What follows belongs to an exercise in optimizing a design on an open flow for small area and a short achievable clock period; a production flow would make more cautious choices.
At most, simulation tests tie the RTL to the original design; equivalence was not proved.
No driver is modelled on the clock port, so clocking that relies on it looks cheaper here than on a real chip.
Power and IR drop assume default switching activity.

== v4 ==
==> flow/design.v (excerpt) <==
module life #(
    parameter int unsigned X         = 16,
    parameter int unsigned Y         = 16,
    parameter int unsigned LOG2X     = 4,
    parameter int unsigned LOG2Y     = 4,
    parameter int unsigned HIGH_BITS = 10
) (
    input  logic             clk,
    input  logic             reset,
    input  logic [life_pkg::KEY_W-1:0] keys,
    output logic [Y-1:0]     row,
    output logic [X-1:0]     col
);
    life_pkg::key_e       key_c;
    life_pkg::key_e       key_q;      
    logic                 sweep;      
    logic                 swap;       
    logic                 swap_q;     
    logic [7:0]           k;          
    logic [LOG2X-1:0]     cx;         
    logic [LOG2Y-1:0]     cd;         
    logic                 run_mode;
    logic [HIGH_BITS-1:0] prescaler;
    logic                 scan_on;    
    logic             idle_c;
    logic             start_c;
    logic             edit_c;
    logic [X-1:0]     disp_row;
    assign key_c   = life_pkg::key_e'(keys);
    assign idle_c  = !sweep && !swap;
    assign start_c = idle_c && ((key_c == life_pkg::KEY_NEXT) || (run_mode && (&prescaler)));
    assign edit_c  = idle_c && (key_c != life_pkg::KEY_NEXT) && (key_c != life_pkg::KEY_RUN);
    always_ff @(posedge clk or negedge reset) begin
        if (!reset) begin
            sweep  <= 1'b0;
            swap   <= 1'b0;
  ...
Size: roughly 2000 cells after synthesis, ~570 flip-flops, about 37 I/O pins.
==> flow/config.mk <==
export PLATFORM = sky130hd
export DESIGN_NAME = life
export DESIGN_NICKNAME = life
export VERILOG_FILES = /design/flow/design.v
export SDC_FILE = /design/flow/constraint.sdc
export NUM_CORES = 4
export LEC_CHECK = 0
export CAP_MARGIN = 40
export CORE_MARGIN = 2
export CORE_UTILIZATION = 40
export CTS_CLUSTER_DIAMETER = 100
export CTS_CLUSTER_SIZE = 25
export SLEW_MARGIN = 40
==> flow/constraint.sdc <==
create_clock -name core_clock -period 9.0 [get_ports {clk}]
set_input_delay 1.8000 -clock core_clock [delete_from_list [all_inputs] [get_ports {clk}]]
set_output_delay 1.8000 -clock core_clock [all_outputs]
set_load 0.01 [all_outputs]
standard.sh (not shown) runs the stock make flow with config.mk's settings and CLKGATE_MAP_FILE= SYNTH_SCRIPT=/design/flow/synth_recipe.tcl, a recipe that flattens the netlist after the stock synthesis.
==> flow/flow/run.sh <==
#!/bin/bash
# Standard layout, with the port buffers a buf_2 and a tighter setup margin for repair.
set -euo pipefail
bash standard.sh SETUP_SLACK_MARGIN=6 "BUFFER_PORTS_ARGS=-buffer_cell sky130_fd_sc_hd__buf_2" finish > standard_flow.log 2>&1
v4 | stages: all done | timing, DRC, antenna: all pass
Setup changes, v4 to v6
--- a/flow/config.mk
+++ b/flow/config.mk
@@ -11,2 +11,2 @@
-export CTS_CLUSTER_DIAMETER = 100
-export CTS_CLUSTER_SIZE = 25
+export CTS_CLUSTER_DIAMETER = 50
+export CTS_CLUSTER_SIZE = 40
### Flow results
Between v4 and v6, the difference in post-route fraction of the period consumed by the critical path is negligible.
v6: worst setup slack 13 ps below v4
Source of the critical timing path = l_data.brd[251]: v6; source of the critical timing path = l_data.brd[252]: v4
Average cell area after synthesis came out exactly the same in v4 and v6.
The following lists how v11 was set up differently from v6:
==> flow/flow/run.sh <==
#!/bin/bash
# Standard layout, with the port buffers a buf_2 and a tighter setup margin for repair.
set -euo pipefail
bash standard.sh SETUP_SLACK_MARGIN=6.3 "BUFFER_PORTS_ARGS=-buffer_cell sky130_fd_sc_hd__buf_2" finish > standard_flow.log 2>&1
--- a/flow/config.mk
+++ b/flow/config.mk
@@ -11,2 +11,2 @@
-export CTS_CLUSTER_DIAMETER = 50
-export CTS_CLUSTER_SIZE = 40
+export CTS_CLUSTER_DIAMETER = 100
+export CTS_CLUSTER_SIZE = 25
Notes after the runs:
Ratio of cells with drive above 1 in the final layout delta for v11 relative to v6: 1.3 points lower. v11: all stages complete, timing, DRC and antenna checks passed. Capturing instance or port of the critical path: col[11] -> v6, col[14] -> v11. Sort v6 and v11 by post-CTS setup buffer count asc -> top: v6. v11 vs. v6: core utilization went down by 1.2 points.

job 2409:
Another version of the RTL of life (not shown whole).
For scale: about 1500 cells after synthesis, about 580 flip-flops, about 37 I/O pins, ~19000 µm² of cells after synthesis.
clock: 9.0 ns
lec_check: 0
cap_margin: 40
core_margin: 2
core_utilization: 40
cts_cluster_diameter: 100
cts_cluster_size: 25
slew_margin: 40
==> flow/flow/run.sh <==
#!/bin/bash
# Standard layout with the port buffers a buf_2 and a tighter setup margin for repair,
# and the clock tree's root buffer removed after clock tree synthesis.
set -euo pipefail
ARGS=(SETUP_SLACK_MARGIN=6.2 "BUFFER_PORTS_ARGS=-buffer_cell sky130_fd_sc_hd__buf_2")
bash standard.sh "${ARGS[@]}" cts > flow_to_cts.log 2>&1
UNROOT_ODB=orfs/results/sky130hd/life/base/4_cts.odb openroad -no_init -exit flow/unroot.tcl > unroot.log 2>&1
bash standard.sh "${ARGS[@]}" finish > flow_to_finish.log 2>&1
==> flow/flow/unroot.tcl <==
# Remove the clock tree's root buffer: the clock port then drives the tree's first-level
# buffers (two) directly, one buffer less on every register's clock path.
set odb_file $::env(UNROOT_ODB)
read_db $odb_file
set block [ord::get_db_block]
set clk_net [$block findNet clk]
set root ""
foreach iterm [$clk_net getITerms] {
    if {[$iterm isInputSignal]} {
        set root [$iterm getInst]
    }
}
if {$root == "" || [llength [$clk_net getITerms]] != 1} {
    puts "unroot: clock port does not drive a single root buffer; layout left as it is"
    exit 0
}
set out_net [[$root findITerm X] getNet]
set loads [$out_net getITerms]
puts "unroot: root [$root getName] drives [expr {[llength $loads] - 1}] buffers"
if {[llength $loads] - 1 > 4} {
    puts "unroot: too many first-level buffers; layout left as it is"
    exit 0
}
foreach iterm $loads {
    if {[$iterm getInst] != $root} {
        $iterm disconnect
        $iterm connect $clk_net
    }
}
[$root findITerm A] disconnect
[$root findITerm X] disconnect
odb::dbInst_destroy $root
odb::dbNet_destroy $out_net
write_db $odb_file
puts "unroot: done"
Job 2409: no failed stages, no open violations at the end
Input changes introduced in job 2801 (baseline for comparison: job 2409):
diff --git a/flow/flow/run.sh b/flow/flow/run.sh
--- a/flow/flow/run.sh
+++ b/flow/flow/run.sh
@@ -5 +5 @@
-ARGS=(SETUP_SLACK_MARGIN=6.2 "BUFFER_PORTS_ARGS=-buffer_cell sky130_fd_sc_hd__buf_2")
+ARGS=(SETUP_SLACK_MARGIN=6.4 "BUFFER_PORTS_ARGS=-buffer_cell sky130_fd_sc_hd__buf_2")
Notes after the runs:
For final-layout clock-cell area share, job 2409 and job 2801 come out practically identical.
Highest attainable clock frequency of job 2409 is on par with job 2801.
Taking job 2409 as the reference, in job 2801 fraction of power consumed by sequential logic went down by 0.2 points, synthesis-to-finish area growth +0.44 points.
Reported for job 2409 and job 2801, number of unique standard cell types used by synthesis turned out identical to the last digit.
Wire: job 2801 routes more than job 2409
Lower total power was reported by job 2409, not job 2801.
Setup changes, job 2801 to job 3839
- CORE_UTILIZATION changed from 40 to 55
diff --git a/flow/flow/run.sh b/flow/flow/run.sh
--- a/flow/flow/run.sh
+++ b/flow/flow/run.sh
@@ -5 +5 @@
-ARGS=(SETUP_SLACK_MARGIN=6.4 "BUFFER_PORTS_ARGS=-buffer_cell sky130_fd_sc_hd__buf_2")
+ARGS=(SETUP_SLACK_MARGIN=6.2 "BUFFER_PORTS_ARGS=-buffer_cell sky130_fd_sc_hd__buf_2")
Notes after the runs:
When job 3839 is measured against job 2801, its relative contribution of combinational cells to total power turns out 0.3 points lower. Portion of total power attributed to the clock network: job 3839 and job 2801 compared, lower one is job 2801. The run showing the greater antenna diode instance count is job 3839.
Inputs modified between job 3839 and job 2198:
- CORE_UTILIZATION: 55 -> 40
diff --git a/flow/flow/run.sh b/flow/flow/run.sh
--- a/flow/flow/run.sh
+++ b/flow/flow/run.sh
@@ -5 +5 @@
-ARGS=(SETUP_SLACK_MARGIN=6.2 "BUFFER_PORTS_ARGS=-buffer_cell sky130_fd_sc_hd__buf_2")
+ARGS=(SETUP_SLACK_MARGIN=6.6 "BUFFER_PORTS_ARGS=-buffer_cell sky130_fd_sc_hd__buf_2")
Findings:
- Compared with job 3839, in job 2198 non-clock buffer count up 8.0%, flip-flop and latch share of the layout cell area down 0.98 points, number of fillers in the final layout up 1416, effective utilization at floorplan down 15 points, power up about 0.45%.
- Density: job 2198 sparser than job 3839
- Per the comparison of job 2198 with job 3839, static leakage went up about 0.5%, maximum frequency went up about 0.8%.
No functional check of the RTL was part of any run of this note.

Setup of trial 76:
life, a different RTL version from the one above (not shown whole).
For scale: roughly 340 flip-flops, ~37 I/O pins, ~0.016 mm2 of cells after synthesis.
clock: 9.0 ns
lec_check: 0
cap_margin: 40
core_margin: 2
core_utilization: 40
cts_cluster_diameter: 100
cts_cluster_size: 25
slew_margin: 40
==> flow/flow/run.sh <==
#!/bin/bash
# Standard layout with the port buffers a buf_2 and a tighter setup margin for repair,
# and the clock tree's root buffer removed after clock tree synthesis.
set -euo pipefail
ARGS=(SETUP_SLACK_MARGIN=6.0 "BUFFER_PORTS_ARGS=-buffer_cell sky130_fd_sc_hd__buf_2")
bash standard.sh "${ARGS[@]}" cts > flow_to_cts.log 2>&1
UNROOT_ODB=orfs/results/sky130hd/life/base/4_cts.odb openroad -no_init -exit flow/unroot.tcl > unroot.log 2>&1
bash standard.sh "${ARGS[@]}" finish > flow_to_finish.log 2>&1
Scripts as last shown in full above: flow/flow/unroot.tcl
Per the final summary, trial 76 finished and its layout is clean on timing, DRC and antenna.
Modified inputs, build 26 compared to trial 76
# trial 76
export LEC_CHECK = 0
export CAP_MARGIN = 40
export CORE_MARGIN = 2
export CORE_UTILIZATION = 40
export CTS_CLUSTER_DIAMETER = 100
export CTS_CLUSTER_SIZE = 25
export SLEW_MARGIN = 40
create_clock -name core_clock -period 9.0 [get_ports {clk}]
# build 26
export LEC_CHECK = 0
export CAP_MARGIN = 40
export CORE_MARGIN = 2
export CORE_UTILIZATION = 60
export CTS_CLUSTER_DIAMETER = 100
export CTS_CLUSTER_SIZE = 25
export SLEW_MARGIN = 40
create_clock -name core_clock -period 9.0 [get_ports {clk}]
--- a/flow/flow/run.sh
+++ b/flow/flow/run.sh
@@ -5 +5 @@
-ARGS=(SETUP_SLACK_MARGIN=6.0 "BUFFER_PORTS_ARGS=-buffer_cell sky130_fd_sc_hd__buf_2")
+ARGS=(SETUP_SLACK_MARGIN=6.2 "BUFFER_PORTS_ARGS=-buffer_cell sky130_fd_sc_hd__buf_2")
## What came out
- Comparing build 26 and trial 76, the lower total of fill cells in the finished design is on build 26.
- On clock network fraction of design power, the higher figure sits with trial 76, not build 26.
- Build 26 vs. trial 76: wire length of the first global-routing pass has decreased, final-layout clock buffer total has decreased, internal power summed over all cells has decreased, clock latency reported for the late side of the worst-skew pair has remained practically unchanged, placed cell area has decreased.
- Of build 26 and trial 76, the lower number of gates resized after CTS belongs to trial 76.

[separate check: timing with driven ports]
In the flow no input, the clock included, has a driving cell. The finished layouts below were timed again as built, in two steps.
Step 1, drivers: a clkbuf_16 drives clk and a buf_2 each remaining input, both assumed.
Step 2 also shifts input and output timing later by t, the mid clock arrival at the registers, as if the neighbouring blocks saw the same clock.
Slacks: ideal ports / drivers / drivers and shift; pairs: ideal ports / drivers.
run | shift t [ns] | slack for setup (ns) | hold WS [ns] | latest minus earliest clock arrival (ns) | worst data-port slew with drivers (ns)
v4 | 0.641 | 5.996 / 5.938 / 5.802 | 0.323 / 0.323 / 0.323 | 0.021 / 0.021 | 0.05
v6 | 0.652 | 5.983 / 5.926 / 5.806 | 0.330 / 0.330 / 0.330 | 0.027 / 0.026 | 0.05
v11 | 0.645 | 5.966 / 5.913 / 6.202 | 0.333 / 0.333 / 0.333 | 0.017 / 0.017 | 0.05
job 2409 | 0.489 | 6.179 / 6.114 / 5.960 | 0.312 / 0.312 / 0.312 | 0.031 / 0.031 | 0.06
job 2801 | 0.491 | 6.179 / 6.114 / 6.135 | 0.312 / 0.312 / 0.312 | 0.032 / 0.032 | 0.06
job 3839 | 0.516 | 6.156 / 6.085 / 6.019 | 0.304 / 0.305 / 0.305 | 0.052 / 0.052 | 0.06
job 2198 | 0.492 | 6.179 / 6.114 / 6.238 | 0.312 / 0.312 / 0.312 | 0.033 / 0.033 | 0.07
trial 76 | 0.444 | 6.153 / 6.090 / 5.982 | 0.379 / 0.379 / 0.379 | 0.038 / 0.038 | 0.05
build 26 | 0.430 | 6.256 / 6.195 / 6.024 | 0.378 / 0.378 / 0.378 | 0.016 / 0.016 | 0.05
After both steps every run listed still meets setup and hold. The setup slack of build 26, which loses most, moves by -0.061 ns with the drivers and by -0.232 ns with both steps. Setup slack includes reset recovery checks.
